This is an optimization exercise on Yosys and OpenROAD, whose aim is small area, a short achievable clock period and few clock cycles per item, not a production implementation. Only simulation tests tie the RTL to the original design; equivalence was not proved. Power and IR drop assume default switching activity.

Setup of onyx:
## address_region_dispatch_table
module address_region_dispatch_table (
	input  logic        clk,
	input  logic        arst_n,
	input  logic        req_valid,
	output logic        req_ready,
	input  logic [1:0]  req_opcode,
	input  logic [31:0] req_address,
	input  logic [31:0] req_length,
	input  logic [15:0] req_handler_tag,
	input  logic [3:0]  req_ticket,
	output logic        rsp_valid,
	input  logic        rsp_ready,
	output logic [1:0]  rsp_status,
	output logic [3:0]  rsp_ticket_out,
	output logic [15:0] rsp_tag_out
);
For scale: about 4900 cells after synthesis, about 1500 flip-flops, ~110 I/O pins.
export LEC_CHECK = 0
export CAP_MARGIN = 20
export CORE_MARGIN = 2
export CORE_UTILIZATION = 70
export SETUP_SLACK_MARGIN = 3.45
export SLEW_MARGIN = 20
export SYNTH_HIERARCHICAL = 1
export TNS_END_PERCENT = 30
create_clock -name core_clock -period 6.0 [get_ports {clk}]
standard.sh (not shown) runs the stock make flow with config.mk's settings and CLKGATE_MAP_FILE= SYNTH_SCRIPT=/design/flow/synth_recipe.tcl, a recipe that flattens the netlist after the stock synthesis.
==> flow/flow/run.sh <==
#!/bin/bash
# Standard layout, except that after the standard synthesis the delay cells
# (clkdlybuf4s*, dlygate*, dlymetal*) are added to the don't-use list, so the
# resizer does not pick them as port or repair buffers. Synthesis itself is
# the standard one, run unchanged. Each step's full output goes to its own
# log file in this folder. Clock tree synthesis runs with the usual clusters
# of up to 20 flip-flops per clkbuf_16 but without dummy loads.
set -uo pipefail
DU_BASE="sky130_fd_sc_hd__probe_p_8 sky130_fd_sc_hd__probec_p_8 sky130_fd_sc_hd__lpflow_bleeder_1 sky130_fd_sc_hd__lpflow_clkbufkapwr_1 sky130_fd_sc_hd__lpflow_clkbufkapwr_16 sky130_fd_sc_hd__lpflow_clkbufkapwr_2 sky130_fd_sc_hd__lpflow_clkbufkapwr_4 sky130_fd_sc_hd__lpflow_clkbufkapwr_8 sky130_fd_sc_hd__lpflow_clkinvkapwr_1 sky130_fd_sc_hd__lpflow_clkinvkapwr_16 sky130_fd_sc_hd__lpflow_clkinvkapwr_2 sky130_fd_sc_hd__lpflow_clkinvkapwr_4 sky130_fd_sc_hd__lpflow_clkinvkapwr_8 sky130_fd_sc_hd__lpflow_decapkapwr_12 sky130_fd_sc_hd__lpflow_decapkapwr_3 sky130_fd_sc_hd__lpflow_decapkapwr_4 sky130_fd_sc_hd__lpflow_decapkapwr_6 sky130_fd_sc_hd__lpflow_decapkapwr_8 sky130_fd_sc_hd__lpflow_inputiso0n_1 sky130_fd_sc_hd__lpflow_inputiso0p_1 sky130_fd_sc_hd__lpflow_inputiso1n_1 sky130_fd_sc_hd__lpflow_inputiso1p_1 sky130_fd_sc_hd__lpflow_inputisolatch_1 sky130_fd_sc_hd__lpflow_isobufsrc_1 sky130_fd_sc_hd__lpflow_isobufsrc_16 sky130_fd_sc_hd__lpflow_isobufsrc_2 sky130_fd_sc_hd__lpflow_isobufsrc_4 sky130_fd_sc_hd__lpflow_isobufsrc_8 sky130_fd_sc_hd__lpflow_isobufsrckapwr_16 sky130_fd_sc_hd__lpflow_lsbuf_lh_hl_isowell_tap_1 sky130_fd_sc_hd__lpflow_lsbuf_lh_hl_isowell_tap_2 sky130_fd_sc_hd__lpflow_lsbuf_lh_hl_isowell_tap_4 sky130_fd_sc_hd__lpflow_lsbuf_lh_isowell_4 sky130_fd_sc_hd__lpflow_lsbuf_lh_isowell_tap_1 sky130_fd_sc_hd__lpflow_lsbuf_lh_isowell_tap_2 sky130_fd_sc_hd__lpflow_lsbuf_lh_isowell_tap_4 "
DU_DELAY="sky130_fd_sc_hd__clkdlybuf4s15_1 sky130_fd_sc_hd__clkdlybuf4s15_2 sky130_fd_sc_hd__clkdlybuf4s18_1 sky130_fd_sc_hd__clkdlybuf4s18_2 sky130_fd_sc_hd__clkdlybuf4s25_1 sky130_fd_sc_hd__clkdlybuf4s25_2 sky130_fd_sc_hd__clkdlybuf4s50_1 sky130_fd_sc_hd__clkdlybuf4s50_2 sky130_fd_sc_hd__dlygate4sd1_1 sky130_fd_sc_hd__dlygate4sd2_1 sky130_fd_sc_hd__dlygate4sd3_1 sky130_fd_sc_hd__dlymetal6s2s_1 sky130_fd_sc_hd__dlymetal6s4s_1 sky130_fd_sc_hd__dlymetal6s6s_1"
bash standard.sh synth > synth.log 2>&1 || { tail -50 synth.log; exit 1; }
CTS="-sink_clustering_enable -repair_clock_nets -sink_clustering_size 20 -sink_clustering_max_diameter 60 -buf_list sky130_fd_sc_hd__clkbuf_16 -dont_use_dummy_load"
bash standard.sh "DONT_USE_CELLS=$DU_BASE $DU_DELAY" "CTS_ARGS=$CTS" finish > layout.log 2>&1 || { tail -50 layout.log; exit 1; }
test -f out/final.def || { echo "no final.def"; exit 1; }
In summary, onyx completed successfully, with a layout that passed the timing, DRC and antenna checks.
Testbench counts of onyx, summed over its fixed seeds: cycles 16,024, items 16,000.
diff inputs: onyx => lagoon
# onyx
export LEC_CHECK = 0
export CAP_MARGIN = 20
export CORE_MARGIN = 2
export CORE_UTILIZATION = 70
export SETUP_SLACK_MARGIN = 3.45
export SLEW_MARGIN = 20
export SYNTH_HIERARCHICAL = 1
export TNS_END_PERCENT = 30
create_clock -name core_clock -period 6.0 [get_ports {clk}]
# lagoon
export LEC_CHECK = 0
export CAP_MARGIN = 20
export CORE_MARGIN = 2
export CORE_UTILIZATION = 70
export SETUP_SLACK_MARGIN = 3.5
export SLEW_MARGIN = 20
export SYNTH_HIERARCHICAL = 1
export TNS_END_PERCENT = 50
create_clock -name core_clock -period 6.0 [get_ports {clk}]
--- outcome ---
Relative to onyx, the initial antenna violation count of lagoon is lower by 1.
Global-route wire length before repair (higher): lagoon
The cell with the biggest individual delay on the critical path comes out sky130_fd_sc_hd__dfxtp_4 in one run and sky130_fd_sc_hd__buf_1 in the other, namely in lagoon and onyx respectively.
Going from onyx to lagoon, combinational power picked up an extra about 6%; final area went up about 3%.
Inputs modified between lagoon and nickel:
# lagoon
export LEC_CHECK = 0
export CAP_MARGIN = 20
export CORE_MARGIN = 2
export CORE_UTILIZATION = 70
export SETUP_SLACK_MARGIN = 3.5
export SLEW_MARGIN = 20
export SYNTH_HIERARCHICAL = 1
export TNS_END_PERCENT = 50
create_clock -name core_clock -period 6.0 [get_ports {clk}]
# nickel
export LEC_CHECK = 0
export CAP_MARGIN = 20
export CORE_MARGIN = 2
export CORE_UTILIZATION = 70
export SETUP_SLACK_MARGIN = 3.4
export SLEW_MARGIN = 20
export SYNTH_HIERARCHICAL = 1
export TNS_END_PERCENT = 30
create_clock -name core_clock -period 6.0 [get_ports {clk}]
Results
Delta (nickel minus lagoon): final HPWL from detailed placement shows an increase of about 1.5%, maximum vdd ir drop dropped 0.083 mV, final worst slack decreased by 0.0059 ns relative to the old numbers. [nickel vs lagoon] layout filler cell count: higher in nickel. nickel: last weighted congestion value of the routability-driven placer higher than lagoon. Delta (nickel minus lagoon): pin count of the biggest net entering global routing went down by 1, aggregate routed wire length went down by 9.9%. lagoon has higher non-clock buffer count in the final layout than nickel. The post-layout total power in nickel sits about 3% below the value recorded for lagoon. Compared with lagoon, nickel instantiates a smaller number of standard cells. nickel and lagoon ended up with roughly the same clock network area share.

-- what the ideal ports hide --
In the flow no input, the clock included, has a driving cell. The finished layouts below were timed again as built, in two steps. Step 1 sets driving cells, clkbuf_16 on the clock port and buf_2 on the other inputs (assumed; they add their load-dependent delay and slew). Step 2 moves the port delays by t, midway between the first and last clock arrival at a register: inputs arrive t later, outputs are due t later. That takes back most of the time a late clock gives input paths. Three values: ideal, step 1, step 2; two values: the first two.
run | t, ns | setup slack, ns | worst hold slack (ns)
onyx | 0.786 | 3.207 / 3.207 / 3.207 | 0.393 / 0.356 / 0.488
lagoon | 0.796 | 3.289 / 3.289 / 3.209 | 0.474 / 0.474 / 0.474
nickel | 0.779 | 3.283 / 3.283 / 3.050 | 0.480 / 0.480 / 0.480
After both steps setup and hold are still met in every run listed. For nickel, which loses most, drivers alone change the setup slack by 0.000 ns; drivers and shift together by -0.233 ns.
